From an optimization exercise on the open Yosys and OpenROAD flow, aimed at small area, a short achievable clock period and few clock cycles; shortcuts taken in it are not production practice. Only simulation tests tie the RTL to the original design; equivalence was not proved.

Design fp_pow_int, start of the top module:
module fp_pow_int #(
    parameter int unsigned NBITS = 8
) (
    input  logic             CLK,
    input  logic             RST,
    input  logic             start,
    input  logic [31:0]      X,
    input  logic [NBITS-1:0] N,
    output logic             busy,
    output logic             done,
    output logic [31:0]      result,
    output logic             overflow,
    output logic             underflow
);
clock: 14.0 ns
lec_check: 0
cap_margin: 20
core_margin: 2
core_utilization: 40
setup_slack_margin: 3
slew_margin: 20
synth_hierarchical: 1
run.sh (not shown) runs the stock make flow with config.mk's settings and CLKGATE_MAP_FILE= SYNTH_SCRIPT=/design/flow/synth_recipe.tcl, a recipe that flattens the netlist after the stock synthesis.
The baseline produced a clean layout.
Testbench counts at the start, summed over its fixed seeds: cycles 99,639.
==> next run, changes <==
Settings changed: ABC_AREA set to 1, SETUP_SLACK_MARGIN 3 to 5.
Worst setup slack improved by 1.9 ns.
Utilization came out higher by 0.25 points.
Wire length stays flat.
Cell area came out higher by 5.7%.
Die area came out higher by 5.4%.
==> next run, changes <==
Settings changed: ABC_AREA 1 to unset.
What happened:
- die area went down by 5.2%
- setup slack gets worse by 0.41 ns
- via count went down by 1.6%
- final area went up by 2.5%
- routed wire length went up by 9.3%
- fmax went down by 4.6%
- non-clock buffer count went up by 115

Setup of build 17:
fp_pow_int, a different RTL version from the one above (not shown whole).
For scale: roughly 3100 cells after synthesis, ~110 flip-flops.
==> flow/config.mk <==
export PLATFORM = sky130hd
export DESIGN_NAME = fp_pow_int
export DESIGN_NICKNAME = fp_pow_int
export VERILOG_FILES = /design/flow/design.v
export SDC_FILE = /design/flow/constraint.sdc
export NUM_CORES = 4
export LEC_CHECK = 0
export ABC_AREA = 1
export CAP_MARGIN = 20
export CORE_MARGIN = 2
export CORE_UTILIZATION = 40
export SLEW_MARGIN = 20
export SYNTH_HIERARCHICAL = 1
==> flow/constraint.sdc <==
create_clock -name core_clock -period 14.0 [get_ports {CLK}]
set_input_delay 2.8000 -clock core_clock [delete_from_list [all_inputs] [get_ports {CLK}]]
set_output_delay 2.8000 -clock core_clock [all_outputs]
set_load 0.01 [all_outputs]
standard.sh (not shown) runs the stock make flow with config.mk's settings and CLKGATE_MAP_FILE= SYNTH_SCRIPT=/design/flow/synth_recipe.tcl, a recipe that flattens the netlist after the stock synthesis.
==> flow/flow/run.sh <==
#!/bin/bash
# The standard layout, with timing repair (after clock tree synthesis and after
# global routing) aiming at a setup slack of SETUP_SLACK_MARGIN ns instead of 0.
# The clock period and constraints are the standard flow's, unchanged.
set -euo pipefail
bash standard.sh SETUP_SLACK_MARGIN=5.5 finish > layout.log 2>&1
Build 17 | status: complete | timing, DRC, antenna: pass
Testbench counts of build 17, summed over its fixed seeds: cycles 99,639.
Relative to build 17, the following input files were edited for build 8:
diff --git a/flow/flow/run.sh b/flow/flow/run.sh
--- a/flow/flow/run.sh
+++ b/flow/flow/run.sh
@@ -6 +6 @@
-bash standard.sh SETUP_SLACK_MARGIN=5.5 finish > layout.log 2>&1
+bash standard.sh SETUP_SLACK_MARGIN=7 finish > layout.log 2>&1
--- outcome ---
Build 8 finished every stage and its layout cleared the timing, design-rule and antenna checks.
The worst setup slack in build 8 sits 910 ps above the value recorded for build 17.
Compared build 8 against build 17; clock distribution area overhead in the final layout within noise.
From build 17 to build 8, number of buffers created by CTS did not move at all.
Total overflow reported by the global router: build 8 vs build 17 — no meaningful difference
Compared build 8 against build 17; number of combinational gates with multiple inputs within noise.
Build 8 gives more post-route core utilization than build 17 did.
Build 17 -> build 8: clock skew flat
In the flow results for build 17 and build 8, the met1 track demand over resource is smaller on build 17.
From build 8 to build 17, initial antenna violation count did not move at all.
Modified inputs, build 25 compared to build 8
Settings: clearing ABC_AREA, which used to be 1.
diff --git a/flow/flow/run.sh b/flow/flow/run.sh
--- a/flow/flow/run.sh
+++ b/flow/flow/run.sh
@@ -6 +6 @@
-bash standard.sh SETUP_SLACK_MARGIN=7 finish > layout.log 2>&1
+bash standard.sh SETUP_SLACK_MARGIN=6 finish > layout.log 2>&1
Notes after the runs:
- Between build 8 and build 25, the flow reports area of the core decreasing by a few percent.
- Compared with build 8, build 25 degrades tightest slew margin relative to the limit.
- Re cell count: build 8 and build 25 aren't equal, and the higher value belongs to build 8.
- Comparing build 8 and build 25, logic depth of the worst register-to-register path is lower on build 25.
- Between build 8 and build 25, number of rows in the core area decreased.

Setup of run F:
fp_pow_int, a different RTL version from the one above (not shown whole).
Size in the first run: roughly 3100 cells after synthesis, roughly 79 I/O pins, about 26000 um2 of cells after synthesis.
export LEC_CHECK = 0
export ABC_AREA = 1
export CAP_MARGIN = 20
export CORE_MARGIN = 2
export CORE_UTILIZATION = 40
export SLEW_MARGIN = 20
export SYNTH_HIERARCHICAL = 1
create_clock -name core_clock -period 14.0 [get_ports {CLK}]
==> flow/flow/run.sh <==
#!/bin/bash
# The standard layout, with timing repair (after clock tree synthesis and after
# global routing) aiming at a setup slack of SETUP_SLACK_MARGIN ns instead of 0.
# The clock period and constraints are the standard flow's, unchanged.
set -euo pipefail
bash standard.sh SETUP_SLACK_MARGIN=7 finish > layout.log 2>&1
Testbench counts of run F, summed over its fixed seeds: cycles 99,639.
## Diff of input files: run A against run F
- setting SETUP_SLACK_MARGIN to 5 for the first time
==> flow/run.sh (new file) <==
#!/bin/bash
# synth_recipe.tcl (not shown) runs the flow's synth.tcl, then flattens the netlist and writes it again
# the make line also repeats each setting of config.mk as NAME=value (left out here)
make -C /OpenROAD-flow-scripts/flow DESIGN_CONFIG=/design/flow/config.mk WORK_HOME=/design/flow/orfs CLKGATE_MAP_FILE= SYNTH_SCRIPT=/design/flow/synth_recipe.tcl finish
removed: flow/flow/run.sh
removed: flow/standard.sh
## What came out
Run A vs run F: wire length down by a little under 10%. Of run F and run A, the run reporting the lower minimum setup slack in the final design was run A. Per the comparison of run A with run F, mean number of vias per cell went down 2.2%; proportion of layout cells with a drive suffix above 1 went down 8.1 points; post-synthesis to final-layout area growth went down 9.5 points; worst-case setup slack after placement went down 0.36 ns. Between run F and run A, the proportion of cell area spent on the clock network figures differ only marginally. The run showing the smaller final clock period utilization by the worst path is run F. STATUS post-layout minimum cycle time: run A loses against run F.

[separate check: timing with driven ports]
No port has a modelled driver above. Below, the same layouts with a new extraction and two added sets of constraints.
Step 1, drivers: a clkbuf_16 drives CLK and a buf_2 each remaining input, both assumed.
Step 2 moves the port delays by t, midway between the first and last clock arrival at a register: inputs arrive t later, outputs are due t later. That takes back most of the time a late clock gives input paths.
Slacks: ideal / step 1 / step 2; pairs: ideal / step 1.
run | t, ns | slack for setup (ns) | worst setup path at the end | slew at the worst register clock pin (ns)
the first run of note 1 | 0.402 | 3.560 / 3.560 / 3.560 | register to register | 0.09 / 0.09
the second run of note 1 | 0.386 | 5.461 / 5.461 / 5.461 | register to register | 0.08 / 0.08
the third run of note 1 | 0.408 | 5.052 / 5.052 / 5.052 | register to register | 0.09 / 0.09
build 17 | 0.396 | 5.874 / 5.874 / 5.874 | register to register | 0.08 / 0.08
build 8 | 0.400 | 6.787 / 6.787 / 6.787 | register to register | 0.08 / 0.08
build 25 | 0.402 | 5.939 / 5.939 / 5.939 | register to register | 0.08 / 0.08
run F | 0.411 | 6.428 / 6.428 / 6.428 | register to register | 0.09 / 0.09
run A | 0.406 | 5.408 / 5.408 / 5.408 | register to register | 0.09 / 0.09
After both steps every run listed still meets setup and hold.
